This is an optimization exercise on Yosys and OpenROAD, whose aim is a short achievable clock period and few clock cycles, not a production implementation.
In this exercise RTL edits were held to simulation tests only and were not proved equivalent to the original.
Power and IR drop assume default switching activity.

File: design/flow/design.v
module axi_write_responder #(
    parameter int DATA_WIDTH = 32,
    parameter int MEM_DEPTH  = 64
) (
    input  logic                         ACLK,
    input  logic                         RESETn,
    input  logic [3:0]                   AWID,
    input  logic [31:0]                  AWADDR,
    input  logic [3:0]                   AWLEN,
    input  logic [2:0]                   AWSIZE,
    input  logic [1:0]                   AWBURST,
    input  logic                         AWVALID,
    output logic                         AWREADY,
    input  logic [3:0]                   WID,
    input  logic [DATA_WIDTH-1:0]        WDATA,
    input  logic [DATA_WIDTH/8-1:0]      WSTRB,
    input  logic                         WLAST,
    input  logic                         WVALID,
    output logic                         WREADY,
    output logic [3:0]                   BID,
    output logic [1:0]                   BRESP,
    output logic                         BVALID,
    input  logic                         BREADY,
    input  logic [$clog2(MEM_DEPTH)-1:0] dbg_addr,
    output logic [DATA_WIDTH-1:0]        dbg_rdata
);
    localparam int IDX_W = $clog2(MEM_DEPTH);
    localparam int NB    = DATA_WIDTH / 8;
    localparam logic [1:0] BURST_FIXED = 2'b00;
    localparam logic [1:0] BURST_INCR  = 2'b01;
    localparam logic [1:0] BURST_WRAP  = 2'b10;
    localparam logic [1:0] BURST_RSVD  = 2'b11;
    localparam logic [1:0] RESP_OKAY   = 2'b00;
    localparam logic [1:0] RESP_SLVERR = 2'b10;
    logic       aw_bad;
    logic [7:0] aw_step;
    logic [7:0] aw_mask;
    always_comb begin
        aw_bad = (AWSIZE > 3'd2) || (AWBURST == BURST_RSVD)
              || ((AWBURST == BURST_WRAP) && !((AWLEN == 4'd1) || (AWLEN == 4'd3) || (AWLEN == 4'd7) || (AWLEN == 4'd15)));
        aw_step = (AWBURST == BURST_FIXED) ? 8'd0 : (8'd1 << AWSIZE[1:0]);
        aw_mask = (AWBURST == BURST_WRAP) ? 8'((({4'd0, AWLEN} + 8'd1) << AWSIZE[1:0]) - 8'd1) : 8'hFF;
    end
    logic       cur_v;
    logic [3:0] cur_id;
    logic [7:0] cur_addr;
    logic [7:0] cur_step;
    logic [7:0] cur_mask;
    logic       cur_bad;
    logic [3:0] cur_rem;      
    logic       cur_over;     
    logic       cur_err;
    logic       nxt_v;
    logic [3:0] nxt_id;
    logic [7:0] nxt_addr;
    logic [7:0] nxt_step;
    logic [7:0] nxt_mask;
    logic       nxt_bad;
    logic [3:0] nxt_len;
    logic       b0_v, b1_v;
    logic [3:0] b0_id, b1_id;
    logic [1:0] b0_resp, b1_resp;
    logic       awready_q;
    logic       wready_q;
    logic [DATA_WIDTH-1:0] mem [MEM_DEPTH];
    logic       aw_fire, w_fire, wl_fire, b_fire;
    logic       byp_q;        
    logic       beat_err, last_err;
    logic [1:0] resp;
    logic [7:0] addr_adv;
    logic [3:0] e_id;
    logic [7:0] e_addr, e_step, e_mask;
    logic       e_bad, e_over, e_err;
    logic [3:0] e_rem;
    assign aw_fire = AWVALID && awready_q;
    assign w_fire  = WVALID && (wready_q || (byp_q && AWVALID));
    assign wl_fire = w_fire && WLAST;
    assign b_fire  = b0_v && BREADY;
    always_comb begin
        if (cur_v) begin
            e_id   = cur_id;
            e_addr = cur_addr;
            e_step = cur_step;
            e_mask = cur_mask;
            e_bad  = cur_bad;
            e_rem  = cur_rem;
            e_over = cur_over;
            e_err  = cur_err;
        end else begin
            e_id   = AWID;
            e_addr = AWADDR[7:0];
            e_step = aw_step;
            e_mask = aw_mask;
            e_bad  = aw_bad;
            e_rem  = AWLEN;
            e_over = 1'b0;
            e_err  = 1'b0;
        end
        beat_err = (WID != e_id) || e_bad || e_over;
        last_err = beat_err || (e_rem != 4'd0);
        resp     = (e_err || last_err) ? RESP_SLVERR : RESP_OKAY;
        addr_adv = (e_addr & ~e_mask) | ((e_addr + e_step) & e_mask);
    end
    always_ff @(posedge ACLK) begin
        if (w_fire && !beat_err) begin
            for (int b = 0; b < NB; b++) begin
                if (WSTRB[b]) mem[e_addr[IDX_W+1:2]][8*b +: 8] <= WDATA[8*b +: 8];
            end
        end
    end
    always_ff @(posedge ACLK) begin
        if (cur_v && wl_fire) begin
            if (nxt_v) begin
                cur_id   <= nxt_id;
                cur_addr <= nxt_addr;
                cur_step <= nxt_step;
                cur_mask <= nxt_mask;
                cur_bad  <= nxt_bad;
                cur_rem  <= nxt_len;
            end else begin
                cur_id   <= AWID;
                cur_addr <= AWADDR[7:0];
                cur_step <= aw_step;
                cur_mask <= aw_mask;
                cur_bad  <= aw_bad;
                cur_rem  <= AWLEN;
            end
        end else begin
            cur_id   <= e_id;
            cur_step <= e_step;
            cur_mask <= e_mask;
            cur_bad  <= e_bad;
            if (w_fire) begin
                cur_addr <= addr_adv;
                cur_rem  <= (e_rem != 4'd0) ? e_rem - 4'd1 : e_rem;
            end else begin
                cur_addr <= e_addr;
                cur_rem  <= e_rem;
            end
        end
        if (aw_fire) begin
            nxt_id   <= AWID;
            nxt_addr <= AWADDR[7:0];
            nxt_step <= aw_step;
            nxt_mask <= aw_mask;
            nxt_bad  <= aw_bad;
            nxt_len  <= AWLEN;
        end
    end
    logic cur_v_d, nxt_v_d, b0_v_d, b1_v_d;
    always_comb begin
        if (!cur_v) begin
            cur_v_d = aw_fire && !wl_fire;
            nxt_v_d = 1'b0;
        end else if (wl_fire) begin
            cur_v_d = nxt_v || aw_fire;
            nxt_v_d = 1'b0;
        end else begin
            cur_v_d = 1'b1;
            nxt_v_d = nxt_v || aw_fire;
        end
        if (!b0_v || b_fire) begin
            b0_v_d = b1_v || wl_fire;
            b1_v_d = 1'b0;
        end else begin
            b0_v_d = 1'b1;
            b1_v_d = b1_v || wl_fire;
        end
    end
    always_ff @(posedge ACLK or negedge RESETn) begin
        if (!RESETn) begin
            cur_v     <= 1'b0;
            nxt_v     <= 1'b0;
            b0_v      <= 1'b0;
            b1_v      <= 1'b0;
            cur_over  <= 1'b0;
            cur_err   <= 1'b0;
            awready_q <= 1'b0;
            wready_q  <= 1'b0;
            byp_q     <= 1'b0;
        end else begin
            cur_v     <= cur_v_d;
            nxt_v     <= nxt_v_d;
            b0_v      <= b0_v_d;
            b1_v      <= b1_v_d;
            awready_q <= !nxt_v_d;
            wready_q  <= cur_v_d && !b1_v_d;
            byp_q     <= !cur_v_d && !b1_v_d;
            if (cur_v && wl_fire) begin
                cur_over <= 1'b0;
                cur_err  <= 1'b0;
            end else if (w_fire) begin
                cur_over <= e_over || (e_rem == 4'd0);
                cur_err  <= e_err || beat_err;
            end else begin
                cur_over <= e_over;
                cur_err  <= e_err;
            end
        end
    end
    always_ff @(posedge ACLK) begin
        if (!b0_v || b_fire) begin
            if (b1_v) begin
                b0_id   <= b1_id;
                b0_resp <= b1_resp;
            end else begin
                b0_id   <= e_id;
                b0_resp <= resp;
            end
        end
        if (wl_fire) begin
            b1_id   <= e_id;
            b1_resp <= resp;
        end
    end
    assign AWREADY   = awready_q;
    assign WREADY    = wready_q || (byp_q && AWVALID);
    assign BVALID    = b0_v;
    assign BID       = b0_id;
    assign BRESP     = b0_resp;
    for (genvar l = 0; l < NB; l++) begin : g_lane
        logic [7:0] lo, hi;
        axi_wr_dec3 u_lo (.a(dbg_addr[2:0]), .y(lo));
        axi_wr_dec3 u_hi (.a(dbg_addr[5:3]), .y(hi));
        for (genvar b = 8*l; b < 8*l + 8; b++) begin : g_bit
            logic [7:0] grp;
            logic [3:0] t2;
            for (genvar j = 0; j < 8; j++) begin : g_grp
                logic [3:0] t1;
                for (genvar k = 0; k < 4; k++) begin : g_pair
                    axi_wr_aoi22 u_a (.a0(mem[8*j+2*k][b]), .s0(lo[2*k]), .a1(mem[8*j+2*k+1][b]), .s1(lo[2*k+1]), .y(t1[k]));
                end
                axi_wr_nand4 u_n (.a(t1), .y(grp[j]));
            end
            for (genvar k = 0; k < 4; k++) begin : g_pair2
                axi_wr_aoi22 u_a (.a0(grp[2*k]), .s0(hi[2*k]), .a1(grp[2*k+1]), .s1(hi[2*k+1]), .y(t2[k]));
            end
            axi_wr_nand4 u_n (.a(t2), .y(dbg_rdata[b]));
        end
    end
endmodule
module axi_wr_dec3 (
    input  logic [2:0] a,
    output logic [7:0] y
);
    always_comb begin
        for (int i = 0; i < 8; i++) y[i] = (a == 3'(i));
    end
endmodule
module axi_wr_aoi22 (
    input  logic a0,
    input  logic s0,
    input  logic a1,
    input  logic s1,
    output logic y
);
    assign y = !((a0 && s0) || (a1 && s1));
endmodule
module axi_wr_nand4 (
    input  logic [3:0] a,
    output logic       y
);
    assign y = !(&a);
endmodule
File: design/flow/run.sh
#!/bin/bash
# synth_recipe.tcl (not shown) runs the flow's synth.tcl, then flattens the netlist and writes it again
# the make line also repeats each setting of config.mk as NAME=value (left out here)
make -C /OpenROAD-flow-scripts/flow DESIGN_CONFIG=/design/flow/config.mk WORK_HOME=/design/flow/orfs CLKGATE_MAP_FILE= SYNTH_SCRIPT=/design/flow/synth_recipe.tcl finish
File: design/flow/config.mk
export PLATFORM = sky130hd
export DESIGN_NAME = axi_write_responder
export DESIGN_NICKNAME = axi_write_responder
export VERILOG_FILES = /design/flow/design.v
export SDC_FILE = /design/flow/constraint.sdc
export NUM_CORES = 4
export LEC_CHECK = 0
export CAP_MARGIN = 20
export CORE_MARGIN = 2
export CORE_UTILIZATION = 45
export PLACE_DENSITY = 0.6
export SETUP_SLACK_MARGIN = 2.5
export SLEW_MARGIN = 20
export SYNTH_HIERARCHICAL = 1
File: design/flow/constraint.sdc
create_clock -name core_clock -period 6.0 [get_ports {ACLK}]
set_input_delay 1.2000 -clock core_clock [delete_from_list [all_inputs] [get_ports {ACLK}]]
set_output_delay 1.2000 -clock core_clock [all_outputs]
set_load 0.01 [all_outputs]
==> run summary, run 1 <==
The CTS root buffer is clkbuf_16. For this run, the register share of the synthesized area comes to 75.4%. The later pin in the worst-skew pair is clocked with a latency of 860 ps. Once the floorplan was initialized, standard cells occupied 45.4% of the core. The final worst clock skew is 25.4 ps, and the horizontal die dimension is 437 µm. The final setup TNS was 0 ps; the worst stage delay on the critical path was 340 ps. The longest clock path from root to sink contains 3 buffers. The slowest stage of the critical path belongs to the cell a22oi_2.

138 I/O pins were placed. When the netlist entered floorplanning its net count stood at 4486. The maximum operating frequency is 221 MHz.

The logs give 135 mm for the detailed-placement wirelength estimate and 8 for the warning count from the yosys run. Traced cell by cell, the critical path runs through buf_16 > buf_12 > buf_8 > and3b_4 > buf_12 > a22oi_2 > nand4_1 > a22oi_2 > nand4_1 > buf_2. The leading cell type in the layout, fill and taps excluded is edfxtp_1.

The synthesized netlist devotes 5.15% of its cell area to simple gates. For the number of pins exceeding their max-slew limit in the final report, the log shows 0. OpenSTA, run right after detailed placement, puts the worst setup slack at 481 ps. Counting the fill cells in the layout gives 14396. From synthesis to final layout, the design area changed by 20.9%.

The run gives 10.7% as the share of total power in combinational logic. The xor/xnor share of the synthesized area is 0.177%, and the final period utilization is 75.5%. IR analysis of the VDD net gives a maximum drop of 303 µV.

The analysis attributes to cell leakage a power of 30.8 nW. The hold violation total from the final report came out at 0. The count of nets left with antenna violations once routing finished came out at 0. The async set-or-reset flop fraction in the synthesized netlist was 0.423%.

The logs give 4377 for the synthesized instance count and 5360 for the first-iteration detailed-routing DRC count. The tools report the routed via count as 47320. TritonCTS built the clock tree. For this run, design rule violations remaining after detail routing come to 0. The library cells used most frequently in the layout, excluding fill and tap cells, are 2087 x edfxtp_1, 1152 x a22oi_2, 370 x buf_4. The die covers 191000 µm².

Hold repair after CTS inserted 0 buffers. The number of antenna violations at the first check in global routing was 9. From bottom edge to top edge, the die measures 437 µm. Along the worst path, the maximum fanout reaches 7.

After synthesis the netlist holds a flip-flop and latch count of 2129. CTS built an H-tree with a depth of 4. The run gives 5 as the first-pass iteration count of the detailed router. The critical path in this run is classified as in -> out. Counting distinct cell types in the post-synthesis netlist gives 68. The average instance in the mapped netlist occupies 19.3 µm². Data arrival time of the critical path: 3330 ps. In this run the worst setup path begins at dbg_addr[2].

Entering global routing, the biggest net connects 65 pins. The main combinational cell family by area after synthesis was compound AO/OA/AOI/OAI gates. The tools report the endpoint type of the worst setup path as an output port.

Subtracting the final worst setup slack from the clock period gives 4530 ps. The internal portion of the total power is 0.0250 W. In this run the power density over the cells is 325 nW/µm².

The synthesized netlist devotes 18.1% of its cell area to compound gates. Registers are responsible for 50.2% of the overall power. STA puts the critical path data required time at 4800 ps. Global routing finished with a remaining overflow of 0. After synthesis, the share of cell area in mux cells is 0.461%. The pin slew with the least headroom to its limit works out to 920 ps.

Routability congestion estimate: 0.835. The average wire length per cell after detail routing came out at 30.7 µm. The clock net in this run drives a total of 2129 sinks. The flow ran to the end and the layout has no timing, DRC or antenna violations. In the routed layout, each cell is associated on average with a via count of 6.01. After synthesis the cells add up to 84300 µm².

The tools report the setup slack of the critical path after layout as 1470 ps. The tool flagged a number of max-cap violations equal to 0. Setup repair after global routing could not meet its margin everywhere. The worst-case hold slack was 495 ps; the number of cell rows was 158. The proportion of total power due to net switching came out at 24.5%. The net switching power figure was 0.00810 W. The worst register-to-register path begins at cur_v. The startpoint of the most critical hold path was cur_step[7].

The worst setup path is launched from an input port. The tools report the clock network fraction of total power as 39.1%. Global routing used 25.0% of the available tracks across all layers. Cells with a size suffix above 1 make up 42.4% of the layout. After clock tree synthesis, the clock-pin slew on the worst setup and hold paths is 60 ps.

TritonCTS created 213 clock buffers. The path class of the tightest hold or removal check is reg -> reg. The final layout contains 5318 nets.

The primary flip-flop cell chosen by synthesis mapping is edfxtp_1. The share of synthesized cell area in full adder, half adder and majority cells is 0.187%. The worst slew margin relative to its limit is 38.5%, and the via count of the first global-routing pass is 46536. During placement, the flow inserted port buffers numbering 112.

The core region is 186000 µm². Yosys mapped a number of flops with a built-in enable equal to 2087. Setup violations remaining at the end of the flow were counted as 0. The first global-routing pass estimated 342 mm of wire.

The wire length after detailed routing came out at 242 mm.
==> power groups by stage <==
stage	logic (W)	clock network, W	registers (W)
after floorplan	0.00171	0	0.0169
after global placement	0.00305	0	0.0169
after detailed placement	0.00310	0	0.0170
after CTS	0.00342	0.0131	0.0166
after global routing	0.00374	0.0137	0.0166
final	0.00356	0.0129	0.0166
==> area by class of cell <==
type,count,area (µm²),area share (%)
Inverter,22,82.6,0.0810
Antenna cell,8,20.0,0.0196
Clock inverter,136,1100,1.08
Multi-Input combinational cell,2193,21400,21.0
Timing Repair Buffer,650,7060,6.92
Sequential cell,2129,63600,62.3
Tap cell,2480,3100,3.04
Clock buffer,262,5660,5.55
==> per-layer routing <==
layer	share of wire, %	vias up	track usage, %
li1	-	20464	-
met1	41	24501	33.9
met2	47	1943	39.2
met3	8.1	400	5.64
met4	4.1	12	9.93
met5	0.027	-	0
==> modules after synthesis, one instance, submodules excluded <==
module	cells inside	area [µm²]	copies in the design
axi_wr_aoi22	1	12.5	1152
axi_wr_dec3	8	65.1	8
axi_wr_nand4	1	6.26	288
axi_write_responder	2873	67600	1
==> registers in the layout (all words and copies together), names as in the netlist, 4 cells and up <==
| register | flops |
|---|---|
| cur_id | 4 |
| nxt_len | 4 |
| nxt_mask | 8 |
| nxt_step | 4 |
| mem | 2048 |
| cur_rem | 4 |
| b1_id | 4 |
| cur_addr | 8 |
| nxt_addr | 8 |
| cur_step | 8 |
| b0_id | 4 |
| cur_mask | 8 |
| nxt_id | 4 |
==> stage by stage <==
| stage | util, % | total power [W] | area, µm² | cells |
|---|---|---|---|---|
| 2_1_floorplan | - | 0.0186 | 84500 | 4377 |
| 3_3_place_gp | 49.1 | 0.0200 | 91300 | 7262 |
| 3_5_place_dp | 49.1 | 0.0201 | 91300 | 7263 |
| 4_1_cts | 54.6 | 0.0332 | 101000 | 7837 |
| 5_1_grt | 54.9 | 0.0341 | 102000 | 7873 |
| 6_report | 54.9 | 0.0331 | 102000 | 7880 |
==> what timing repair did <==
action                                  4_1_cts  5_1_grt
gates cloned                                 49        8
pin swaps                                   216       66
endpoints found under the setup margin     2086     1215
resized for setup                           432       59
buffers inserted                            127       27
==> synth_stat cells, types with 16 or more instances <==
cell type  number  share of area, %
a21oi_1        35              0.21
a22oi_2      1152                17
and3b_2        24              0.28
buf_6          26              0.35
dfxtp_1        33              0.78
edfxtp_1     2087                74
inv_1          16             0.071
mux2i_1        24              0.28
nand2_1       112              0.50
nand4_1       292               2.2
nor2_1        304               1.4
nor3_1         16             0.095
nor3b_1        24              0.21
o21ai_0        20              0.12
==> cells by family (layout without fill, tap and decap cells) <==
family	Yosys count	count (layout)
flip-flops	2129	2129
XOR/XNOR	17	17
adder cells (fa/ha/maj)	12	12
AND/OR/NAND/NOR	832	848
other	1	9
buffers and inverters	71	1070
multiplexers	36	36
AO/OA/AOI/OAI	1279	1279
==> critical path: cells and delay by family <==
family	cells	cell delay (ps)
AO/OA/AOI/OAI	2	460
buffers and inverters	5	810
AND/OR/NAND/NOR	3	830
==> final timing paths <==
check / slack (ps) / cells past startpoint / to
worst max-delay path: 1470 / 10 / dbg_rdata[0]
worst min-delay path: 500 / 1 / cur_step[7]
worst max register to register: 2630 / 6 / mem[30][7]
worst min register to register: 500 / 1 / cur_step[7]
max in group asynchronous: 5020 / 1 / cur_v
min in group asynchronous: 650 / 1 / nxt_v
Testbench counts, summed over its fixed seeds: cycles 8,907.
==> run 2, diff against run 1 <==
--- a/design/flow/design.v
+++ b/design/flow/design.v
@@ -63,6 +63,7 @@
     logic       awready_q;
     logic       wready_q;
     logic [DATA_WIDTH-1:0] mem [MEM_DEPTH];
+    logic [7:0]            grpn [DATA_WIDTH];    
     logic       aw_fire, w_fire, wl_fire, b_fire;
     logic       byp_q;        
     logic       beat_err, last_err;
@@ -219,23 +220,52 @@
     assign BID       = b0_id;
     assign BRESP     = b0_resp;
     for (genvar l = 0; l < NB; l++) begin : g_lane
-        logic [7:0] lo, hi;
-        axi_wr_dec3 u_lo (.a(dbg_addr[2:0]), .y(lo));
-        axi_wr_dec3 u_hi (.a(dbg_addr[5:3]), .y(hi));
-        for (genvar b = 8*l; b < 8*l + 8; b++) begin : g_bit
-            logic [7:0] grp;
-            logic [3:0] t2;
-            for (genvar j = 0; j < 8; j++) begin : g_grp
+        logic [2:0] an;
+        logic [7:0] lo;           
+        logic [7:0] hin;          
+        for (genvar k = 0; k < 3; k++) begin : g_ain
+            axi_wr_inv u_i (.a(dbg_addr[k]), .y(an[k]));
+        end
+        for (genvar i = 0; i < 8; i++) begin : g_dec
+            axi_wr_nor3 u_lo (
+                .a(i[0] ? an[0] : dbg_addr[0]),
+                .b(i[1] ? an[1] : dbg_addr[1]),
+                .c(i[2] ? an[2] : dbg_addr[2]),
+                .y(lo[i])
+            );
+            axi_wr_nand3 u_hi (
+                .a(i[0] ? dbg_addr[3] : !dbg_addr[3]),
+                .b(i[1] ? dbg_addr[4] : !dbg_addr[4]),
+                .c(i[2] ? dbg_addr[5] : !dbg_addr[5]),
+                .y(hin[i])
+            );
+        end
+        for (genvar j = 0; j < 8; j++) begin : g_grp
+            logic [7:0] lon, los;
+            for (genvar i = 0; i < 8; i++) begin : g_fan
+                axi_wr_inv u_a (.a(lo[i]), .y(lon[i]));
+                axi_wr_inv u_b (.a(lon[i]), .y(los[i]));
+            end
+            for (genvar b = 8*l; b < 8*l + 8; b++) begin : g_bit
                 logic [3:0] t1;
+                logic [1:0] t2;
                 for (genvar k = 0; k < 4; k++) begin : g_pair
-                    axi_wr_aoi22 u_a (.a0(mem[8*j+2*k][b]), .s0(lo[2*k]), .a1(mem[8*j+2*k+1][b]), .s1(lo[2*k+1]), .y(t1[k]));
+                    axi_wr_aoi22 u_a (.a0(mem[8*j+2*k][b]), .s0(los[2*k]), .a1(mem[8*j+2*k+1][b]), .s1(los[2*k+1]), .y(t1[k]));
                 end
-                axi_wr_nand4 u_n (.a(t1), .y(grp[j]));
+                axi_wr_nand2 u_n0 (.a(t1[0]), .b(t1[1]), .y(t2[0]));
+                axi_wr_nand2 u_n1 (.a(t1[2]), .b(t1[3]), .y(t2[1]));
+                axi_wr_nor2  u_r  (.a(t2[0]), .b(t2[1]), .y(grpn[b][j]));
             end
+        end
+        for (genvar b = 8*l; b < 8*l + 8; b++) begin : g_bit
+            logic [3:0] p;
+            logic [1:0] q;
             for (genvar k = 0; k < 4; k++) begin : g_pair2
-                axi_wr_aoi22 u_a (.a0(grp[2*k]), .s0(hi[2*k]), .a1(grp[2*k+1]), .s1(hi[2*k+1]), .y(t2[k]));
+                axi_wr_oai22 u_o (.a0(grpn[b][2*k]), .s0(hin[2*k]), .a1(grpn[b][2*k+1]), .s1(hin[2*k+1]), .y(p[k]));
             end
-            axi_wr_nand4 u_n (.a(t2), .y(dbg_rdata[b]));
+            axi_wr_nor2  u_r0 (.a(p[0]), .b(p[1]), .y(q[0]));
+            axi_wr_nor2  u_r1 (.a(p[2]), .b(p[3]), .y(q[1]));
+            axi_wr_nand2 u_n  (.a(q[0]), .b(q[1]), .y(dbg_rdata[b]));
         end
     end
 endmodule
@@ -243,9 +273,42 @@
     input  logic [2:0] a,
     output logic [7:0] y
 );
-    always_comb begin
-        for (int i = 0; i < 8; i++) y[i] = (a == 3'(i));
+    logic [2:0] an;
+    logic [7:0] yn;
+    for (genvar k = 0; k < 3; k++) begin : g_in
+        axi_wr_inv u_i (.a(a[k]), .y(an[k]));
     end
+    for (genvar i = 0; i < 8; i++) begin : g_out
+        axi_wr_nand3 u_n (
+            .a(i[0] ? a[0] : an[0]),
+            .b(i[1] ? a[1] : an[1]),
+            .c(i[2] ? a[2] : an[2]),
+            .y(yn[i])
+        );
+        axi_wr_inv u_i (.a(yn[i]), .y(y[i]));
+    end
+endmodule
+module axi_wr_inv (
+    input  logic a,
+    output logic y
+);
+    assign y = !a;
+endmodule
+module axi_wr_nor3 (
+    input  logic a,
+    input  logic b,
+    input  logic c,
+    output logic y
+);
+    assign y = !(a || b || c);
+endmodule
+module axi_wr_nand3 (
+    input  logic a,
+    input  logic b,
+    input  logic c,
+    output logic y
+);
+    assign y = !(a && b && c);
 endmodule
 module axi_wr_aoi22 (
     input  logic a0,
@@ -256,9 +319,26 @@
 );
     assign y = !((a0 && s0) || (a1 && s1));
 endmodule
-module axi_wr_nand4 (
-    input  logic [3:0] a,
-    output logic       y
+module axi_wr_oai22 (
+    input  logic a0,
+    input  logic s0,
+    input  logic a1,
+    input  logic s1,
+    output logic y
+);
+    assign y = !((a0 || s0) && (a1 || s1));
+endmodule
+module axi_wr_nand2 (
+    input  logic a,
+    input  logic b,
+    output logic y
+);
+    assign y = !(a && b);
+endmodule
+module axi_wr_nor2 (
+    input  logic a,
+    input  logic b,
+    output logic y
 );
-    assign y = !(&a);
+    assign y = !(a || b);
 endmodule
--- a/design/flow/config.mk
+++ b/design/flow/config.mk
@@ -9,6 +9,6 @@
 export CORE_MARGIN = 2
 export CORE_UTILIZATION = 45
 export PLACE_DENSITY = 0.6
-export SETUP_SLACK_MARGIN = 2.5
+export SETUP_SLACK_MARGIN = 3.5
 export SLEW_MARGIN = 20
 export SYNTH_HIERARCHICAL = 1
==> run 2 against run 1 <==
Effect of this change: clock power is essentially flat; sequential power is essentially flat; still clean; critical endpoint is now dbg_rdata[8]; core utilization grew 3.0 points; wire length grew 1.3%; power grew 5.2%; non-clock buffer count grew 67; die area grew 3.1%; global-route usage shrank 0.44 points; clock skew grew 27 ps.
==> run summary, run 2 <==
The run finished with no timing, DRC or antenna violations. Fraction of final layout cells sized beyond drive strength 1: 48.7% (+6.3 points). TritonCTS built the clock tree. The fill cell instance count of the final layout came out at 14528 (+0.92%).

STA classifies the critical path endpoint as an output port. The number of max-capacitance violations reported was 0 (unchanged). The run gives 245 mm (+1.3%) as the wire length after detailed routing.

The routability congestion estimate is 0.887 (+6.2%). The async set-or-reset flop fraction in the synthesized netlist was 0.423% (unchanged); the worst stage delay on the critical path was 240 ps (-100 ps). The later-pin clock latency in the skew report came out at 850 ps (about the same).

Effective utilization at floorplan: 45.2% (-0.16 points). The net count of the mapped netlist came out at 5601 (+25%). Synthesized instance count: 5492 (+25%).

The number of enable flip-flop cells after synthesis works out to 2087 (unchanged). The run gives 50945 (+9.5%) as the via count of the first global-routing pass. Setup repair after global routing could not meet its margin everywhere. Clock tree synthesis selected as its root buffer the cell clkbuf_16.

Total of buffers placed on input and output ports: 112 (unchanged). The worst-case register-to-register setup slack was 2670 ps (+40 ps); the number of cell rows was 161 (+1.9%). The cell that appears most often on the critical path is buf_6. The horizontal die dimension was 444 µm (+1.6%). The final period utilization came out at 72.6% (-2.9 points). The top cell types in the final layout, fill and taps aside, are 2087 x edfxtp_1, 1025 x a22oi_2, 503 x nand2_1. The run gives 87000 µm² (+3.2%) as the post-synth design cell area. The routed via count came out at 51158 (+8.1%). The area growth from synthesis to layout is 28.1%, and the first-pass iteration count of the detailed router is 5 (unchanged). The tools report the maximum ir drop on the vdd rail as 274 µV (-9.6%). The leading cell type in the layout, fill and taps excluded is edfxtp_1. The critical path in this run is classified as in -> out. For the unique cell type count in the Yosys netlist, the log shows 64 (-5.9%).

The run gives 2129 (unchanged) as the clock sink count. The data arrival time of the critical path is 3160 ps (-170 ps), and the routed via count divided by cell count is 5.62 (-6.4%). Remaining design rule violation count: 0 (unchanged). The pin slew with the least headroom to its limit works out to 1160 ps (+239 ps). The number of pins exceeding their max-slew limit in the final report came out at 0 (unchanged).

Core utilization of the finished layout: 57.9% (+3.0 points). The path class of the tightest hold or removal check is reg -> reg. The biggest area contributor in the post-synthesis netlist is edfxtp_1. The logs give 479 ps (-15.9 ps) for the worst-case hold slack and 0 (unchanged) for the number of routed nets with antenna violations. Maximum operating frequency: 229 MHz (+4.0%). The worst setup path is launched from an input port. The number of antenna violations at the first check in global routing came out at 3 (-6). The sequential element share of the synthesized area is 73.1% (-2.3 points), and the floorplan die area is 197000 µm² (+3.1%). The deepest level of the CTS H-tree was 4 (unchanged); the number of top-level pins was 138 (unchanged). The first-iteration detailed-routing DRC count was 4707 (-12%).

For the detailed-placement wirelength estimate, the log shows 144 mm (+6.6%). The worst-case clock buffer depth came out at 3 (unchanged). Die span in y: 444 µm (+1.6%). In the synthesized netlist the dominant register cell turns out to be edfxtp_1.

The maximum number of pins on one net before global-route repair is 65 (unchanged). The wire length of the first global-routing pass was 351 mm (+2.7%). The average wire length per cell after detail routing is 26.9 µm (-12%), and the number of flip-flops under the largest register name is 2048 (unchanged). The tools report the total global routing track utilization as 24.5% (-0.44 points). The warning count from the yosys run was 8 (unchanged); the final worst clock skew was 52.5 ps (+27.1 ps).

After synthesis, the most frequently instantiated cells are 2087 x edfxtp_1, 1024 x a22oi_2, 654 x nand2_1, 610 x nor2_1, 547 x inv_1. The leakage power summed over all cells came out at 36.8 nW (+20%). For the number of endpoints failing setup at the final stage, the log shows 0 (unchanged). For the final setup TNS, the log shows 0 ps (unchanged). The total congestion overflow came out at 0 (unchanged). Walking the worst path, the cells encountered are buf_16 > buf_12 > clkinvlp_4 > nor3_4 > buf_6 > inv_1 > inv_4 > a22oi_2 > nand2_1 > nor2_2 > o22ai_2 > nor2_4 > nand2_2 > buf_6. The fraction of post-synthesis cell area in the top cell type by area is 72.0% (-2.3 points).

The most common cell in the synthesized netlist is edfxtp_1. The tools report the number of nets in the layout as 6492 (+22%). The average cell area after synthesis works out to 15.8 µm² (-18%).

The logs give 192000 µm² (+3.5%) for the area inside the core boundary and 22.5% (-16 points) for the worst slew margin relative to its limit. The power per cell area is 313 nW/µm² (-3.8%), and the data required time at the worst endpoint is 4800 ps (about the same). Slowest stage cell on the critical path: nor2_2. The largest fanout of any net on the critical path works out to 8 (+1). The number of buffers created by CTS was 216 (+1.4%); the clock input transition at the sequential cells of the worst setup and hold paths was 60 ps (about the same).

The shortest clock period the worst path allows after layout came out at 4360 ps (-173 ps). The hold violation total from the final report came out at 0 (unchanged). Ranked by total cell area, the synthesized netlist is headed by edfxtp_1 72%, a22oi_2 15%, nand2_1 2.8%. The total power after layout came out at 0.0348 W (+5.2%). The count of state elements after synthesis was 2129 (unchanged).
run 2: changes by cell type in the layout (fill, tap and decap cells not counted), sizes merged, moves of 30 or more:
cell and change:
a22oi -127, nand3 +35, nor2 +306, nand4 -289
clkinv +39, and3b -30, buf +90, inv +467
o22ai +129, nand2 +549
run 2: kinds of logic (layout without fill, tap and decap cells):
family | Yosys count | count (layout) | share of synthesized area, %
AND/OR/NAND/NOR | 1398 | 1412 | 6.55
adder cells (fa/ha/maj) | 12 | 12 | 0.181
buffers and inverters | 605 | 1673 | 2.86
other | 1 | 3 | 0.00431
AO/OA/AOI/OAI | 1291 | 1291 | 16.7
multiplexers | 37 | 37 | 0.465
XOR/XNOR | 19 | 19 | 0.200
flip-flops | 2129 | 2129 | 73.1
run 2: per-stage QoR:
step	setup slack, ps	cell area [µm²]	instances
3_5_place_dp	431	93300	8226
6_report	1640	111000	9102
3_3_place_gp	497	93300	8226
2_1_floorplan	2440	88600	5492
5_1_grt	1610	111000	9101
4_1_cts	1620	109000	9005
run 2: worst paths after layout:
check / start / to / cells past startpoint
min reg2reg: cur_step[7] / cur_step[7] / 1
max: dbg_addr[0] / dbg_rdata[8] / 14
max reg2reg: cur_v / mem[10][24] / 17
min in group asynchronous: RESETn / b0_v / 1
min: cur_step[7] / cur_step[7] / 1
max in group asynchronous: RESETn / cur_v / 1
run 2: power by group:
group | leakage (nW) | internal [W] | switching [W] | total, W
Sequential | 19.1 | 0.0165 | 0.0000912 | 0.0166
Combinational | 14.3 | 0.00183 | 0.00327 | 0.00511
Clock | 3.34 | 0.00744 | 0.00568 | 0.0131
Total | 36.8 | 0.0258 | 0.00905 | 0.0348
run 2: layout make-up:
class                      count  area (µm²)  area share, %
sequential                  2129       63600           57.0
inverter                     547        3000           2.69
antenna                        2        5.00        0.00449
clock inverter               138        1170           1.05
multi-input combinational   2772       26300           23.6
timing repair buffer         717        8530           7.66
tap                         2526        3160           2.84
clock buffer                 271        5730           5.14
run 2: per-module statistics from Yosys, one instance, submodules excluded:
| module | flops+latches | times used | cells inside | cell area, µm² |
|---|---|---|---|---|
| axi_wr_aoi22 | 0 | 1024 | 1 | 12.5 |
| axi_wr_inv | 0 | 524 | 1 | 3.75 |
| axi_wr_nand2 | 0 | 544 | 1 | 3.75 |
| axi_wr_nand3 | 0 | 32 | 1 | 5.00 |
| axi_wr_nor2 | 0 | 320 | 1 | 3.75 |
| axi_wr_nor3 | 0 | 32 | 1 | 10.0 |
| axi_wr_oai22 | 0 | 128 | 1 | 6.26 |
| axi_write_responder | 2129 | 1 | 2888 | 67700 |
run 2: what timing repair did:
item,4_1_cts,5_1_grt
endpoints found under the setup margin,2131,2100
resized for setup,1427,495
buffers inserted,341,94
pin swaps,404,264
hold buffers,0,0
cloned,29,0
run 2: layer usage:
layer	part of all wire [%]	global-route usage, %	wire length, µm	up-vias
met1	42	34.0	103000	25997
met3	7.1	4.37	17500	421
li1	-	-	-	22879
met2	47	38.3	115000	1857
met5	0.0057	0	14	-
met4	4.3	10.3	10600	4
run 2: worst max-delay path, delay by kind of cell:
kind / cells / cell delay [ps]
compound gates: 2 / 300
buf+inv: 7 / 890
simple gates: 5 / 720
Testbench counts of run 2, summed over its fixed seeds: cycles 8,907.
==> run 3, diff against run 2 <==
--- a/design/flow/design.v
+++ b/design/flow/design.v
@@ -63,7 +63,6 @@
     logic       awready_q;
     logic       wready_q;
     logic [DATA_WIDTH-1:0] mem [MEM_DEPTH];
-    logic [7:0]            grpn [DATA_WIDTH];    
     logic       aw_fire, w_fire, wl_fire, b_fire;
     logic       byp_q;        
     logic       beat_err, last_err;
@@ -219,20 +218,25 @@
     assign BVALID    = b0_v;
     assign BID       = b0_id;
     assign BRESP     = b0_resp;
-    for (genvar l = 0; l < NB; l++) begin : g_lane
+    for (genvar b = 0; b < DATA_WIDTH; b++) begin : g_bit
         logic [2:0] an;
+        logic [7:0] lon;          
         logic [7:0] lo;           
         logic [7:0] hin;          
+        logic [7:0] grpn;         
+        logic [3:0] p;
+        logic [1:0] q;
         for (genvar k = 0; k < 3; k++) begin : g_ain
             axi_wr_inv u_i (.a(dbg_addr[k]), .y(an[k]));
         end
         for (genvar i = 0; i < 8; i++) begin : g_dec
-            axi_wr_nor3 u_lo (
-                .a(i[0] ? an[0] : dbg_addr[0]),
-                .b(i[1] ? an[1] : dbg_addr[1]),
-                .c(i[2] ? an[2] : dbg_addr[2]),
-                .y(lo[i])
+            axi_wr_nand3 u_lo (
+                .a(i[0] ? dbg_addr[0] : an[0]),
+                .b(i[1] ? dbg_addr[1] : an[1]),
+                .c(i[2] ? dbg_addr[2] : an[2]),
+                .y(lon[i])
             );
+            axi_wr_inv u_l (.a(lon[i]), .y(lo[i]));
             axi_wr_nand3 u_hi (
                 .a(i[0] ? dbg_addr[3] : !dbg_addr[3]),
                 .b(i[1] ? dbg_addr[4] : !dbg_addr[4]),
@@ -241,32 +245,21 @@
             );
         end
         for (genvar j = 0; j < 8; j++) begin : g_grp
-            logic [7:0] lon, los;
-            for (genvar i = 0; i < 8; i++) begin : g_fan
-                axi_wr_inv u_a (.a(lo[i]), .y(lon[i]));
-                axi_wr_inv u_b (.a(lon[i]), .y(los[i]));
-            end
-            for (genvar b = 8*l; b < 8*l + 8; b++) begin : g_bit
-                logic [3:0] t1;
-                logic [1:0] t2;
-                for (genvar k = 0; k < 4; k++) begin : g_pair
-                    axi_wr_aoi22 u_a (.a0(mem[8*j+2*k][b]), .s0(los[2*k]), .a1(mem[8*j+2*k+1][b]), .s1(los[2*k+1]), .y(t1[k]));
-                end
-                axi_wr_nand2 u_n0 (.a(t1[0]), .b(t1[1]), .y(t2[0]));
-                axi_wr_nand2 u_n1 (.a(t1[2]), .b(t1[3]), .y(t2[1]));
-                axi_wr_nor2  u_r  (.a(t2[0]), .b(t2[1]), .y(grpn[b][j]));
-            end
-        end
-        for (genvar b = 8*l; b < 8*l + 8; b++) begin : g_bit
-            logic [3:0] p;
-            logic [1:0] q;
-            for (genvar k = 0; k < 4; k++) begin : g_pair2
-                axi_wr_oai22 u_o (.a0(grpn[b][2*k]), .s0(hin[2*k]), .a1(grpn[b][2*k+1]), .s1(hin[2*k+1]), .y(p[k]));
-            end
-            axi_wr_nor2  u_r0 (.a(p[0]), .b(p[1]), .y(q[0]));
-            axi_wr_nor2  u_r1 (.a(p[2]), .b(p[3]), .y(q[1]));
-            axi_wr_nand2 u_n  (.a(q[0]), .b(q[1]), .y(dbg_rdata[b]));
-        end
+            logic [3:0] t1;
+            logic [1:0] t2;
+            for (genvar k = 0; k < 4; k++) begin : g_pair
+                axi_wr_aoi22 u_a (.a0(mem[8*j+2*k][b]), .s0(lo[2*k]), .a1(mem[8*j+2*k+1][b]), .s1(lo[2*k+1]), .y(t1[k]));
+            end
+            axi_wr_nand2 u_n0 (.a(t1[0]), .b(t1[1]), .y(t2[0]));
+            axi_wr_nand2 u_n1 (.a(t1[2]), .b(t1[3]), .y(t2[1]));
+            axi_wr_nor2  u_r  (.a(t2[0]), .b(t2[1]), .y(grpn[j]));
+        end
+        for (genvar k = 0; k < 4; k++) begin : g_pair2
+            axi_wr_oai22 u_o (.a0(grpn[2*k]), .s0(hin[2*k]), .a1(grpn[2*k+1]), .s1(hin[2*k+1]), .y(p[k]));
+        end
+        axi_wr_nor2  u_r0 (.a(p[0]), .b(p[1]), .y(q[0]));
+        axi_wr_nor2  u_r1 (.a(p[2]), .b(p[3]), .y(q[1]));
+        axi_wr_nand2 u_n  (.a(q[0]), .b(q[1]), .y(dbg_rdata[b]));
     end
 endmodule
 module axi_wr_dec3 (
@@ -294,14 +287,6 @@
 );
     assign y = !a;
 endmodule
-module axi_wr_nor3 (
-    input  logic a,
-    input  logic b,
-    input  logic c,
-    output logic y
-);
-    assign y = !(a || b || c);
-endmodule
 module axi_wr_nand3 (
     input  logic a,
     input  logic b,
==> design/flow/flow/run.sh (new file) <==
#!/bin/bash
# Own layout flow: the standard ORFS flow, unchanged, except that cells which only add
# delay (delay gates, low-power and delay clock buffers/inverters) are kept out of the logic,
# so that synthesis and timing repair cannot pick them for the debug-read path.
# Each tool's full output goes to a log file in this folder (ORFS also keeps its own per-step
# logs under orfs/logs/).
set -euo pipefail
export DONT_USE_CELLS="sky130_fd_sc_hd__dlygate* sky130_fd_sc_hd__clkdlybuf* sky130_fd_sc_hd__dlymetal* sky130_fd_sc_hd__clkinvlp*"
bash standard.sh finish > flow_make.log 2>&1
==> design/flow/standard.sh (new file) <==
#!/bin/bash
# synth_recipe.tcl (not shown) runs the flow's synth.tcl, then flattens the netlist and writes it again
# the make line also repeats each setting of config.mk as NAME=value (left out here)
make -C /OpenROAD-flow-scripts/flow DESIGN_CONFIG=/design/flow/config.mk WORK_HOME=/design/flow/orfs CLKGATE_MAP_FILE= SYNTH_SCRIPT=/design/flow/synth_recipe.tcl "${@:-finish}"
removed: design/flow/run.sh
==> run 3 against run 2 <==
Effect of this change: fmax down 5.7%; sequential share of layout area down 3.2 points; critical path depth unchanged; clock skew down 24 ps; first-iteration DRC count is 76% higher; still clean; synthesized area up 1.7%; final area grew 6.0%; core utilization rose by 2.6 points; wire length grew 22%; flip-flop and latch count stayed put; non-clock buffer count rose by 300; register-to-register slack improved by 100 ps.
==> run summary, run 3 <==
The critical path goes through buf_16 > buf_4 > buf_16 > inv_1 > nand3_2 > clkinvlp_4 > buf_4 > a22oi_2 > nand2_1 > nor2_1 > o22ai_1 > nor2_1 > nand2_2 > buf_2. The tools report the number of endpoints failing setup at the final stage as 0 (unchanged). The run gives 3 (unchanged) as the worst-case clock buffer depth.

Among all flip-flop cells after synthesis, the most frequent one is edfxtp_1. Depth of the worst hold-timing path: 1 (unchanged). The share of synthesized cell area in full adder, half adder and majority cells is 0.178% (-0.0029 points), and the core utilization of the finished layout is 60.5% (+2.6 points).

The power per cell area is 296 nW/µm² (-5.4%). TritonCTS built the clock tree. The maximum operating frequency is 216 MHz (-5.7%), and the total congestion overflow is 0 (unchanged). STA classifies the critical path startpoint as an input port.

The synthesized instance count is 5768 (+5.0%). The number of enable flip-flop cells after synthesis was 2087 (unchanged); the number of nets in the layout was 7053 (+8.6%). The class of the most critical hold timing path is reg -> reg.

Leaving out fill and tap cells, the most frequent cell in the layout is edfxtp_1. First-iteration detailed-routing DRC count: 8282 (+76%). The logs give 0 (unchanged) for the number of pins exceeding their max-slew limit in the final report and 0 (unchanged) for the remaining design rule violation count. The routed via count divided by cell count is 6.07 (+7.9%). The post-synth design cell area came out at 88400 µm² (+1.7%). The final setup TNS is 0 ps (unchanged), and the routed via count is 59130 (+16%).

The later-pin clock latency in the skew report came out at 890 ps (+40 ps). The CTS root buffer was clkbuf_16. The worst stage delay on the critical path was 230 ps (about the same); the complex-gate fraction of the synthesized area was 16.4% (-0.27 points).

The average wire length per cell after detail routing was 30.6 µm (+14%). The run gives 5877 (+4.9%) as the net count of the mapped netlist. The logs give 211 (-2.3%) for the number of buffers created by CTS and 195000 µm² (+1.5%) for the area inside the core boundary.

The slowest stage cell on the critical path was nor2_1. The critical path is of the in -> out type. The data required time at the worst endpoint came out at 4800 ps (about the same). The tools report the total of hold buffers inserted after clock tree synthesis as 0 (unchanged).

The horizontal die dimension was 447 µm (+0.81%). The number of cell rows was 162 (+0.62%). The data arrival time of the critical path is 3420 ps (+260 ps).

The pin slew with the least headroom to its limit works out to 1160 ps (+5.90 ps). The run gives 38.8 nW (+5.3%) as the leakage power summed over all cells. The unique cell type count in the Yosys netlist came out at 64 (unchanged). The effective utilization at floorplan was 45.3% (+0.083 points); the shortest clock period the worst path allows after layout was 4620 ps (+263 ps). The async set-or-reset flop fraction in the synthesized netlist is 0.423% (unchanged). The clock input transition at the sequential cells of the worst setup and hold paths is 60 ps (about the same). The routability congestion estimate is 0.844 (-4.8%). edfxtp_1 is the most common cell in the netlist. The fraction of post-synthesis cell area in the top cell type by area is 70.9% (-1.2 points), and the number of antenna violations at the first check in global routing is 10 (+7).

The logs give 373 µV (+36%) for the maximum ir drop on the vdd rail and 28.9% (+4.3 points) for the total global routing track utilization. The average cell area after synthesis is 15.3 µm² (-3.2%), and the warning count from the yosys run is 7 (-1). The total power after layout was 0.0349 W (+0.24%); the deepest level of the CTS H-tree was 4 (unchanged). The count of state elements after synthesis came out at 2129 (unchanged).

The depth of the worst register-to-register path came out at 14 (-3). The mux share of post-synthesis cell area came out at 0.457% (-0.0075 points). The number of routed nets with antenna violations came out at 0 (unchanged).

Number of top-level pins: 138 (unchanged). Total of buffers placed on input and output ports: 112 (unchanged). The fraction of final layout cells sized beyond drive strength 1 works out to 46.5% (-2.2 points). The met2 capacity usage during global routing came out at 45.7% (+7.4 points). The tools report the maximum number of pins on one net before global-route repair as 129 (+98%). The largest fanout of any net on the critical path came out at 11 (+3). The top cell types in the final layout, fill and taps aside, are 2087 x edfxtp_1, 1024 x a22oi_2, 416 x nand2_1.

The worst setup path is captured at an output port. The routing usage on met3 was 6.58% (+2.2 points). Wire length after detailed routing: 299 mm (+22%). The number of flip-flops under the largest register name is 2048 (unchanged), and the worst slew margin relative to its limit is 22.4% (-0.15 points). The detailed-placement wirelength estimate was 168 mm (+17%). The post-synthesis simple-gate area fraction was 8.80% (+2.2 points); the fill cell instance count of the final layout was 13919 (-4.2%). The met1 track demand over resource came out at 38.6% (+4.6 points). Setup repair after global routing could not meet its margin everywhere. In the synthesized netlist, the cells that appear most often are 2087 x edfxtp_1, 1024 x a22oi_2, 654 x nand2_1, 610 x nor2_1, 518 x nand3_1. The main combinational cell family by area after synthesis was compound AO/OA/AOI/OAI gates. Floorplan die area: 200000 µm² (+1.6%). The tools report the final worst clock skew as 28.1 ps (-24.4 ps). The clock sink count came out at 2129 (unchanged).

The run gives 0 (unchanged) as the number of max-capacitance violations reported. The first-pass iteration count of the detailed router was 6 (+1); the wire length of the first global-routing pass was 409 mm (+17%). Ranked by total cell area, the synthesized netlist is headed by edfxtp_1 71%, a22oi_2 14%, nand3_1 2.9%.

For the sequential element share of the synthesized area, the log shows 71.9% (-1.2 points). The biggest area consumer among synthesized cells was edfxtp_1. The xor/xnor share of the synthesized area is 0.197% (-0.0032 points), and the area growth from synthesis to layout is 33.5%. The most congested layer reported by global routing was met2.

For the via count of the first global-routing pass, the log shows 55910 (+9.7%). The run gives 0 (unchanged) as the hold violation total from the final report. The flow ran to the end and the layout has no timing, DRC or antenna violations. The die span in y came out at 447 µm (+0.81%). The final period utilization works out to 77.0% (+4.4 points).
==> run 3: changes by cell type after synthesis <==
cell and delta:
nand3_1 +480, inv_1 -172, nor3_2 -32
==> run 3: final cells by class <==
type                    instances  area (µm²)  area share [%]
flip-flops and latches       2129       63600            53.8
multi-input cells            3210       27300            23.1
repair buffers               1017       14900            12.7
clock buffers                 261        5590            4.74
well taps                    2624        3280            2.78
inverters                     375        2180            1.84
clock inverters               131        1200            1.02
diodes                          2        5.00         0.00424
==> run 3: worst max-delay path: cells and delay by family <==
family / cells / cell delay, ps
simple gates: 5 / 800
buf+inv: 7 / 1040
compound gates: 2 / 320
==> run 3: cell families (layout without fill, tap and decap cells) <==
| family | count (synthesis) | count (layout) |
|---|---|---|
| compound gates | 1291 | 1291 |
| xor+xnor | 19 | 19 |
| fa+ha+maj | 12 | 12 |
| buf+inv | 433 | 1784 |
| flops | 2129 | 2129 |
| mux | 37 | 37 |
| other cells | 1 | 3 |
| simple gates | 1846 | 1850 |
==> run 3: routing by layer <==
metal,vias up,part of all wire [%]
li1,24848,-
met4,9,5.1
met3,789,9.8
met2,3249,46
met1,30235,39
met5,-,0.063
==> run 3: per-module statistics from Yosys (local to each module, per instance) <==
module               times used  cells inside
axi_wr_oai22                128             1
axi_wr_nand3                512             1
axi_write_responder           1          2888
axi_wr_aoi22               1024             1
axi_wr_inv                  352             1
axi_wr_nand2                544             1
axi_wr_nor2                 320             1
==> run 3: through the flow <==
stage / area, µm² / worst slack, ps / cells / hold slack [ps]
final: 118000 / 1380 / 9749 / 494
after global routing: 118000 / 1360 / 9747 / 502
after CTS: 115000 / 1560 / 9582 / 489
after detailed placement: 94900 / 730 / 8490 / 474
after global placement: 94900 / 839 / 8490 / 471
after floorplan: 90800 / 1850 / 5768 / 450
==> run 3: path summary, 6_finish.rpt <==
check / to / from / slack [ps]
worst max register to register: mem[48][19] / cur_v / 2770
worst min register to register: cur_step[7] / cur_step[7] / 490
worst max-delay path: dbg_rdata[28] / dbg_addr[2] / 1380
max in group asynchronous: cur_v / RESETn / 5050
worst min-delay path: cur_step[7] / cur_step[7] / 490
min in group asynchronous: nxt_v / RESETn / 620
==> run 3: repair_timing <==
item / CTS / global route
gates resized for setup: 972 / 316
pin swaps: 536 / 489
setup endpoints to repair: 2125 / 2105
setup buffers: 637 / 157
gates cloned: 63 / 4
==> run 3: report_power, final <==
group / switching, W / internal, W
sequential: 0.0000794 / 0.0165
clock: 0.00570 / 0.00749
combinational: 0.00320 / 0.00194
Testbench counts of run 3, summed over its fixed seeds: cycles 8,907.
==> run 4, diff against run 3 <==
--- a/design/flow/design.v
+++ b/design/flow/design.v
@@ -219,28 +219,29 @@
     assign BID       = b0_id;
     assign BRESP     = b0_resp;
     for (genvar b = 0; b < DATA_WIDTH; b++) begin : g_bit
-        logic [2:0] an;
+        logic [5:0] an, ap;       
         logic [7:0] lon;          
         logic [7:0] lo;           
         logic [7:0] hin;          
         logic [7:0] grpn;         
         logic [3:0] p;
         logic [1:0] q;
-        for (genvar k = 0; k < 3; k++) begin : g_ain
-            axi_wr_inv u_i (.a(dbg_addr[k]), .y(an[k]));
+        for (genvar k = 0; k < 6; k++) begin : g_ain
+            axi_wr_inv u_n (.a(dbg_addr[k]), .y(an[k]));
+            axi_wr_inv u_p (.a(an[k]), .y(ap[k]));
         end
         for (genvar i = 0; i < 8; i++) begin : g_dec
             axi_wr_nand3 u_lo (
-                .a(i[0] ? dbg_addr[0] : an[0]),
-                .b(i[1] ? dbg_addr[1] : an[1]),
-                .c(i[2] ? dbg_addr[2] : an[2]),
+                .a(i[0] ? ap[0] : an[0]),
+                .b(i[1] ? ap[1] : an[1]),
+                .c(i[2] ? ap[2] : an[2]),
                 .y(lon[i])
             );
             axi_wr_inv u_l (.a(lon[i]), .y(lo[i]));
             axi_wr_nand3 u_hi (
-                .a(i[0] ? dbg_addr[3] : !dbg_addr[3]),
-                .b(i[1] ? dbg_addr[4] : !dbg_addr[4]),
-                .c(i[2] ? dbg_addr[5] : !dbg_addr[5]),
+                .a(i[0] ? ap[3] : an[3]),
+                .b(i[1] ? ap[4] : an[4]),
+                .c(i[2] ? ap[5] : an[5]),
                 .y(hin[i])
             );
         end
==> run 4 against run 3 <==
Effect of this change: critical path type unchanged; wire length up 2.1%; fmax up 7.0%; highest routed layer unchanged; combinational power up 9.1%; core utilization about the same; worst hold slack better by 25 ps; largest power group unchanged.
==> run summary, run 4 <==
The flow ran to the end and the layout has no timing, DRC or antenna violations. The number of cell rows is 163 (+0.62%), and the clock input transition at the sequential cells of the worst setup and hold paths is 60 ps (about the same). The data required time at the worst endpoint was 4800 ps (about the same); the unique cell type count in the Yosys netlist was 65 (+1.6%).

Pin slew with the least headroom to its limit: 1200 ps (+32.3 ps). The startpoint identified for the worst hold timing path is cur_err. The logs give 0 (unchanged) for the number of endpoints failing setup at the final stage and 6041 (+4.7%) for the synthesized instance count. For the maximum number of pins on one net before global-route repair, the log shows 65 (-50%). The async set-or-reset flop fraction in the synthesized netlist was 0.423% (unchanged); the fill cell instance count of the final layout was 14358 (+3.2%). The CTS root buffer is clkbuf_16. Number of enable flip-flop cells after synthesis: 2087 (unchanged).

Counting instances in the post-synthesis netlist gives the leading cell types as 2087 x edfxtp_1, 1024 x a22oi_2, 656 x inv_1, 656 x nand2_1, 624 x nor2_1. edfxtp_1 takes more of the synthesized area than any other cell. The first-iteration detailed-routing DRC count was 6706 (-19%); the first-pass iteration count of the detailed router was 6 (unchanged). The total of buffers placed on input and output ports works out to 112 (unchanged). The fraction of final layout cells sized beyond drive strength 1 works out to 48.7% (+2.1 points).

The run gives 214 (+1.4%) as the number of buffers created by CTS. The area growth from synthesis to layout was 33.5% (about the same); the power per cell area was 298 nW/µm² (+0.81%). The detailed-placement wirelength estimate is 178 mm (+5.7%), and the largest fanout of any net on the critical path is 8 (-3). The number of top-level pins was 138 (unchanged).

The fraction of post-synthesis cell area in the top cell type by area works out to 70.1% (-0.78 points). The total of hold buffers inserted after clock tree synthesis was 0 (unchanged). Among all flip-flop cells after synthesis, the most frequent one is edfxtp_1. The post-synth design cell area was 89400 µm² (+1.1%). The later-pin clock latency in the skew report was 880 ps (about the same); the average cell area after synthesis was 14.8 µm² (-3.5%). The area inside the core boundary is 197000 µm² (+1.1%), and the sequential element share of the synthesized area is 71.1% (-0.79 points). The tools report the number of nets in the layout as 7051 (-0.028%).

The tools report the deepest level of the CTS H-tree as 4 (unchanged). The depth of the worst hold-timing path is 1 (unchanged). The routed via count divided by cell count was 6.03 (-0.53%); the routability congestion estimate was 0.900 (+6.6%).

The run gives 519 ps (+25.0 ps) as the worst-case hold slack. Setup repair after global routing could not meet its margin everywhere. For the total congestion overflow, the log shows 0 (unchanged). The depth of the worst register-to-register path was 13 (-1). Final worst clock skew: 30.4 ps (+2.28 ps).

The most instantiated library cell after synthesis was edfxtp_1. The setup slack of the critical path after layout is 1680 ps (+301 ps), and the final setup TNS is 0 ps (unchanged). Number of antenna violations at the first check in global routing: 7 (-3).

The critical path is of the in -> out type. After synthesis, the cell types taking the most area are edfxtp_1 70%, a22oi_2 14%, nand3_1 2.9%. The average wire length per cell after detail routing is 31.3 µm (+2.0%), and the worst-case register-to-register setup slack is 2970 ps (+200 ps). The worst hold path terminates at cur_err.

The data arrival time of the critical path was 3120 ps (-300 ps); the number of pins exceeding their max-slew limit in the final report was 0 (unchanged). Count of state elements after synthesis: 2129 (unchanged). The logs give 29.1% (+0.21 points) for the total global routing track utilization and 45.3% (about the same) for the effective utilization at floorplan. The hold violation total from the final report is 0 (unchanged). The run gives 3 (unchanged) as the worst-case clock buffer depth. The total power after layout was 0.0356 W (+1.9%); the number of max-capacitance violations reported was 0 (unchanged). The run gives 232 MHz (+7.0%) as the maximum operating frequency.

The shortest clock period the worst path allows after layout was 4320 ps (-301 ps); the area taken by multi-input logic gates was 29700 µm² (+8.7%). The tools report the routed via count as 58872 (-0.44%). Leading cell type in the layout, fill and taps excluded: edfxtp_1. The final period utilization came out at 72.0% (-5.0 points).

Wire length of the first global-routing pass: 417 mm (+2.0%). The worst setup path is captured at an output port. The via count of the first global-routing pass is 56584 (+1.2%), and the remaining design rule violation count is 0 (unchanged).

STA classifies the critical path startpoint as an input port. The critical register-to-register path endpoint was mem[39][26]. The die span in y works out to 450 µm (+0.55%).

For the warning count from the yosys run, the log shows 7 (unchanged). The pre-CTS setup slack is 824 ps (+93.4 ps). The run gives 0 (unchanged) as the number of routed nets with antenna violations.

In this run the worst hold path is classified as reg -> reg. The top cell types in the final layout, fill and taps aside, are 2087 x edfxtp_1, 1024 x a22oi_2, 392 x nand2_1. The clock sink count is 2129 (unchanged). The tools report the leakage power summed over all cells as 39.6 nW (+2.1%). The horizontal die dimension came out at 450 µm (+0.55%). TritonCTS built the clock tree. The startpoint identified for the worst register-to-register timing path is cur_v.

The run gives 20.2% (-2.2 points) as the worst slew margin relative to its limit. The run gives 6150 (+4.6%) as the net count of the mapped netlist. The number of flip-flops under the largest register name came out at 2048 (unchanged). The wire length after detailed routing came out at 305 mm (+2.1%). The tools report the floorplan die area as 202000 µm² (+1.1%). The logs give 63600 µm² (unchanged) for the register cell area after layout and 415 µV (+11%) for the maximum ir drop on the vdd rail.
## run 4: report_power, final
| group | leakage (nW) | internal [W] | total (W) | switching, W |
|---|---|---|---|---|
| logic | 17.1 | 0.00206 | 0.00561 | 0.00355 |
| clock network | 3.36 | 0.00757 | 0.0134 | 0.00578 |
| registers | 19.1 | 0.0165 | 0.0166 | 0.000104 |
## run 4: how the worst max path moves through the flow
stage | from | endpoint | slack [ps] | cells past startpoint
after floorplan | AWLEN[1] | mem[16][0] | 2570 | 10
after global placement | dbg_addr[2] | dbg_rdata[18] | 830 | 13
after detailed placement | dbg_addr[2] | dbg_rdata[18] | 820 | 13
after CTS | dbg_addr[2] | dbg_rdata[18] | 1840 | 14
after global routing | dbg_addr[0] | dbg_rdata[27] | 1690 | 14
final | dbg_addr[0] | dbg_rdata[27] | 1680 | 14
## run 4: area by class of cell
| type | count | share of cell area, % |
|---|---|---|
| Timing Repair Buffer | 708 | 8.93 |
| Inverter | 662 | 4.41 |
| Multi-Input combinational cell | 3227 | 24.9 |
| Clock buffer | 270 | 4.78 |
| Clock inverter | 119 | 0.997 |
| Sequential cell | 2129 | 53.2 |
| Tap cell | 2640 | 2.77 |
| Antenna cell | 3 | 0.00629 |
## run 4: repair_timing
action	4_1_cts	5_1_grt
resized for setup	1922	428
endpoints found under the setup margin	2139	2104
pin swaps	489	343
endpoints found under the hold margin	0	0
gates cloned	31	0
setup buffers	255	81
## run 4: metal layers
layer  up-vias  share of wire (%)  track usage (%)
met5         -              0.031            0.118
met4         6                5.8             14.1
li1      24872                  -                -
met1     29967                 39             39.2
met2      3185                 46             45.1
met3       842                9.4             5.90
## run 4: logic make-up (layout without fill, tap and decap cells)
| group | after synthesis | after routing | synth area share [%] |
|---|---|---|---|
| AO/OA/AOI/OAI | 1279 | 1279 | 16.2 |
| XOR/XNOR | 17 | 17 | 0.167 |
| adder cells (fa/ha/maj) | 12 | 12 | 0.176 |
| multiplexers | 36 | 36 | 0.435 |
| flip-flops | 2129 | 2129 | 71.1 |
| buffers and inverters | 711 | 1759 | 3.22 |
| other | 1 | 4 | 0.00419 |
| AND/OR/NAND/NOR | 1856 | 1882 | 8.76 |
## run 4: metrics by stage
step	utilization, %	instances	area [µm²]
6_report	60.5	9758	119000
5_1_grt	60.5	9758	119000
4_1_cts	59.1	9668	117000
3_5_place_dp	50.4	8993	99600
3_3_place_gp	50.4	8993	99600
2_1_floorplan	-	6041	93800
## run 4: critical path, stage by stage
cell and delay (ps):
clkbuf_16 170, buf_12 180, buf_12 140, inv_12 80, inv_8 40, nand3_2 100
inv_6 80, a22oi_2 140, nand2_2 100, nor2_4 190, o22ai_2 90, nor2_1 150
nand2_2 200, buf_6 190
## run 4: Yosys stat by module (local to each module, per instance)
module	cells	cell area, µm²	flip-flops and latches	copies in the design
axi_wr_nand2	1	3.75	0	544
axi_write_responder	2873	67600	2129	1
axi_wr_oai22	1	6.26	0	128
axi_wr_nor2	1	3.75	0	320
axi_wr_nand3	1	5.00	0	512
axi_wr_inv	1	3.75	0	640
axi_wr_aoi22	1	12.5	0	1024
Testbench counts of run 4, summed over its fixed seeds: cycles 8,907.
==> run 5, diff against run 4 <==
==> design/flow/flow/run.sh (replaced) <==
#!/bin/bash
# Own layout flow: the standard ORFS flow (standard.sh), with two changes that only affect
# how the combinational logic is sized:
#  1. cells that only add delay (delay gates, low-power and delay clock buffers/inverters) are
#     kept out of the logic, so synthesis and timing repair cannot pick them;
#  2. after floorplan, the small gates of the debug-read tree get drive-4 cells (upsize.tcl),
#     before placement, so placement and repair start from stronger gates.
# Registers, power grid, tap cells and every other step are the standard flow's.
# Each tool's full output goes to its own log file in this folder (ORFS also keeps its own
# per-step logs under orfs/logs/).
set -euo pipefail
here=$(pwd)
export DONT_USE_CELLS="sky130_fd_sc_hd__dlygate* sky130_fd_sc_hd__clkdlybuf* sky130_fd_sc_hd__dlymetal* sky130_fd_sc_hd__clkinvlp*"
res="$here/orfs/results/$FLOW_PLATFORM/axi_write_responder/base"
bash standard.sh floorplan > "$here/log_1_floorplan.log" 2>&1
printf 'read_db %s\nsource %s\nwrite_db %s\n' "$res/2_floorplan.odb" "$here/flow/upsize.tcl" "$res/2_floorplan.odb" > "$here/upsize_run.tcl"
openroad -no_init -exit "$here/upsize_run.tcl" > "$here/log_2_upsize.log" 2>&1
bash standard.sh finish > "$here/log_3_finish.log" 2>&1
==> design/flow/flow/upsize.tcl (new file) <==
# Give the small gates of the debug-read tree more drive before placement: every nand2, nor2,
# nand3, a22oi, o22ai and inverter of drive 0, 1 or 2 becomes the drive-4 cell of the same
# function (same pins). Registers and all other cells are left as synthesis made them.
set db [ord::get_db]
set block [ord::get_db_block]
set n 0
foreach inst [$block getInsts] {
  set m [[$inst getMaster] getName]
  if {[regexp {^(sky130_fd_sc_hd__(?:nand2|nor2|nand3|a22oi|o22ai|inv))_[012]$} $m -> base]} {
    set new [$db findMaster ${base}_4]
    if {$new ne "NULL" && $new ne ""} {
      $inst swapMaster $new
      incr n
    }
  }
}
puts "upsized $n instances"
==> run 5 against run 4 <==
Effect of this change: register-to-register slack worse by 210 ps; fmax is 1.3% higher; via count is 2.0% higher; sequential power hardly changed; still clean; clock skew is 18 ps higher; critical path type unchanged; global-route usage is 4.0 points higher; worst hold slack worse by 22 ps; combinational power is 25% higher; power is 5.5% higher; first-iteration DRC count is 1.0% lower.
==> run summary, run 5 <==
The later-pin clock latency in the skew report is 920 ps (+40 ps). The maximum number of pins on one net before global-route repair came out at 65 (unchanged). The final period utilization is 71.1% (-0.90 points).

The tools report the via count of the first global-routing pass as 60812 (+7.5%). Routed metal-1 wirelength: 137 mm (+16%). The number of nets in the layout is 7219 (+2.4%). The tools report the floorplan die area as 202000 µm² (unchanged). The effective utilization at floorplan was 45.3% (unchanged); the wire length of the first global-routing pass was 470 mm (+13%). The hold-critical path endpoint was cur_step[7].

The run gives 48.3 ps (+17.9 ps) as the final worst clock skew. The total congestion overflow came out at 0 (unchanged). The tools report the number of routed nets with antenna violations as 0 (unchanged). The detailed-placement wirelength estimate was 192 mm (+7.8%); the fraction of final layout cells sized beyond drive strength 1 was 66.5% (+18 points). The highest metal layer carrying signal wires in the routed design is met5.

TritonCTS built the clock tree. STA classifies the critical path endpoint as an output port. The worst hold path belongs to the class reg -> reg. The power per cell area was 260 nW/µm² (-13%).

The routed via count divided by cell count works out to 6.05 (+0.24%). In the synthesized netlist the dominant register cell turns out to be edfxtp_1. The depth of the worst hold-timing path came out at 1 (unchanged).

The flow ran to the end and the layout has no timing, DRC or antenna violations. The shortest clock period the worst path allows after layout came out at 4260 ps (-54.1 ps). The average wire length per cell after detail routing was 34.2 µm (+9.3%). The logs give 6639 (-1.0%) for the first-iteration detailed-routing DRC count and 0.819 (-8.9%) for the routability congestion estimate. The run gives 0 (unchanged) as the remaining design rule violation count. The leakage power summed over all cells is 59.9 nW (+51%), and the worst stage delay on the critical path is 190 ps (about the same). In the post-synthesis netlist, the cell with the most instances is edfxtp_1. Fraction of post-synthesis cell area in the top cell type by area: 70.1% (unchanged).

The total global routing track utilization was 33.1% (+4.0 points). Total met3 wirelength after detailed routing: 24.9 mm (-13%). Die span in y: 450 µm (unchanged).

The count of state elements after synthesis was 2129 (unchanged); the number of pins exceeding their max-slew limit in the final report was 0 (unchanged). For the final setup TNS, the log shows 0 ps (unchanged). The leading cell type in the layout, fill and taps excluded is edfxtp_1. The async set-or-reset flop fraction in the synthesized netlist came out at 0.423% (unchanged). The clock sink count was 2129 (unchanged); the total of buffers placed on input and output ports was 112 (unchanged).

Net count of the mapped netlist: 6150 (unchanged). The worst-case clock buffer depth is 3 (unchanged). The horizontal die dimension works out to 450 µm (unchanged). The average cell area after synthesis works out to 14.8 µm² (unchanged). Unique cell type count in the Yosys netlist: 65 (unchanged). The synthesized instance count was 6041 (unchanged).
[run 5: cell count changes in the layout (fill, tap and decap cells not counted), sizes merged, moves of 5 or more]
cell           change
buf              +166
clkbuf             +6
clkdlybuf4s50     +21
clkinv             -7
dlygate4sd2        +5
inv                +8
nand2             -24
[run 5: cell type report]
type,instances,area (µm²)
Inverter,662,6320
Clock buffer,280,5870
Fill cell,11571,53100
Multi-Input combinational cell,3203,50400
Sequential cell,2129,63600
Clock inverter,126,1300
Timing Repair Buffer,892,13500
Tap cell,2640,3300
Antenna cell,1,2.50
[run 5: cells by family after synthesis]
kind of cell	count (synthesis)	share of synthesized area, %
flops	2129	71.1
simple gates	1856	8.76
compound gates	1279	16.2
buf+inv	711	3.22
mux	36	0.435
xor+xnor	17	0.167
fa+ha+maj	12	0.176
other cells	1	0.00419
[run 5: worst reg2reg max path: stages, from the launching register on]
cell and delay, ps:
dfrtp_4 550, buf_12 160, buf_4 130, buf_6 160, a211oi_4 250, o211ai_4 160, nor2_8 140, buf_12 150
buf_8 120, buf_12 110, nand2_8 80, buf_6 170, buf_16 130, buf_6 110, buf_8 130, nor2_4 170
buf_12 190
[run 5: how the worst max path moves through the flow]
stage | slack (ps) | cells after the start | endpoint | start
final | 1740 | 15 | dbg_rdata[22] | dbg_addr[0]
after floorplan | 2570 | 10 | mem[16][0] | AWLEN[1]
after detailed placement | 790 | 12 | mem[58][26] | AWLEN[1]
after global placement | 820 | 12 | mem[58][26] | AWLEN[1]
after global routing | 1710 | 16 | dbg_rdata[0] | dbg_addr[0]
after CTS | 1740 | 15 | dbg_rdata[19] | dbg_addr[0]
[run 5: per-module statistics from Yosys, one instance, submodules excluded]
module	flip-flops and latches	copies in the design
axi_wr_nand3	0	512
axi_wr_inv	0	640
axi_wr_aoi22	0	1024
axi_wr_nor2	0	320
axi_write_responder	2129	1
axi_wr_nand2	0	544
axi_wr_oai22	0	128
[run 5: per-layer routing]
metal / vias to the layer above / global-route usage [%]
li1: 25392 / -
met1: 31368 / 45.6
met2: 2550 / 51.6
met3: 757 / 5.43
met4: 6 / 15.3
met5: - / 0
[run 5: report_power, final]
group | switching [W] | leakage, nW | internal, W
clock network | 0.00599 | 3.48 | 0.00789
logic | 0.00431 | 37.2 | 0.00267
registers | 0.000156 | 19.1 | 0.0165
[run 5: repair_timing]
item	CTS	global route
pin swaps	545	193
setup endpoints to repair	2120	2106
gates cloned	28	0
hold buffers	0	0
resized for setup	980	146
setup buffers	610	69
[run 5: per-stage QoR]
stage          hold WS, ps  power, W  area, µm²  cells
2_1_floorplan          450    0.0191      93800   6041
3_3_place_gp           484    0.0227     124000   8818
3_5_place_dp           488    0.0228     124000   8818
4_1_cts                498    0.0373     143000   9862
5_1_grt                504    0.0385     144000   9933
6_report               497    0.0376     144000   9933

-- separate check: timing with driven ports --
Ports are ideal in the flow. The routed layouts listed here were re-timed in OpenROAD. Step 1: set_driving_cell puts a clkbuf_16 on ACLK and a buf_2 on each other input, an assumption about the parent block. Step 2 adds t to the input delays and takes it off the output delays; t is the mean of the earliest and latest rising clock arrival at the registers after step 1. Input paths then give back, and output paths get back, about the clock's delay inside the block. Three values: no drivers, after step 1, after step 2; two values: the first two.
run	shift t [ns]	slack for setup (ns)	clock arrival spread, ns	worst data-port slew with drivers (ns)
run 1	0.931	1.470 / 1.194 / 1.194	0.028 / 0.028	0.33
run 2	0.910	1.642 / 1.498 / 1.498	0.067 / 0.067	0.15
run 3	0.955	1.380 / 0.906 / 0.906	0.040 / 0.040	0.53
run 4	0.966	1.681 / 1.413 / 1.413	0.036 / 0.037	0.37
run 5	0.987	1.735 / 1.529 / 1.529	0.063 / 0.063	0.34
After both steps setup and hold are still met in every run listed. The setup slack of run 3, which loses most, moves by -0.474 ns with the drivers and by -0.474 ns with both steps.
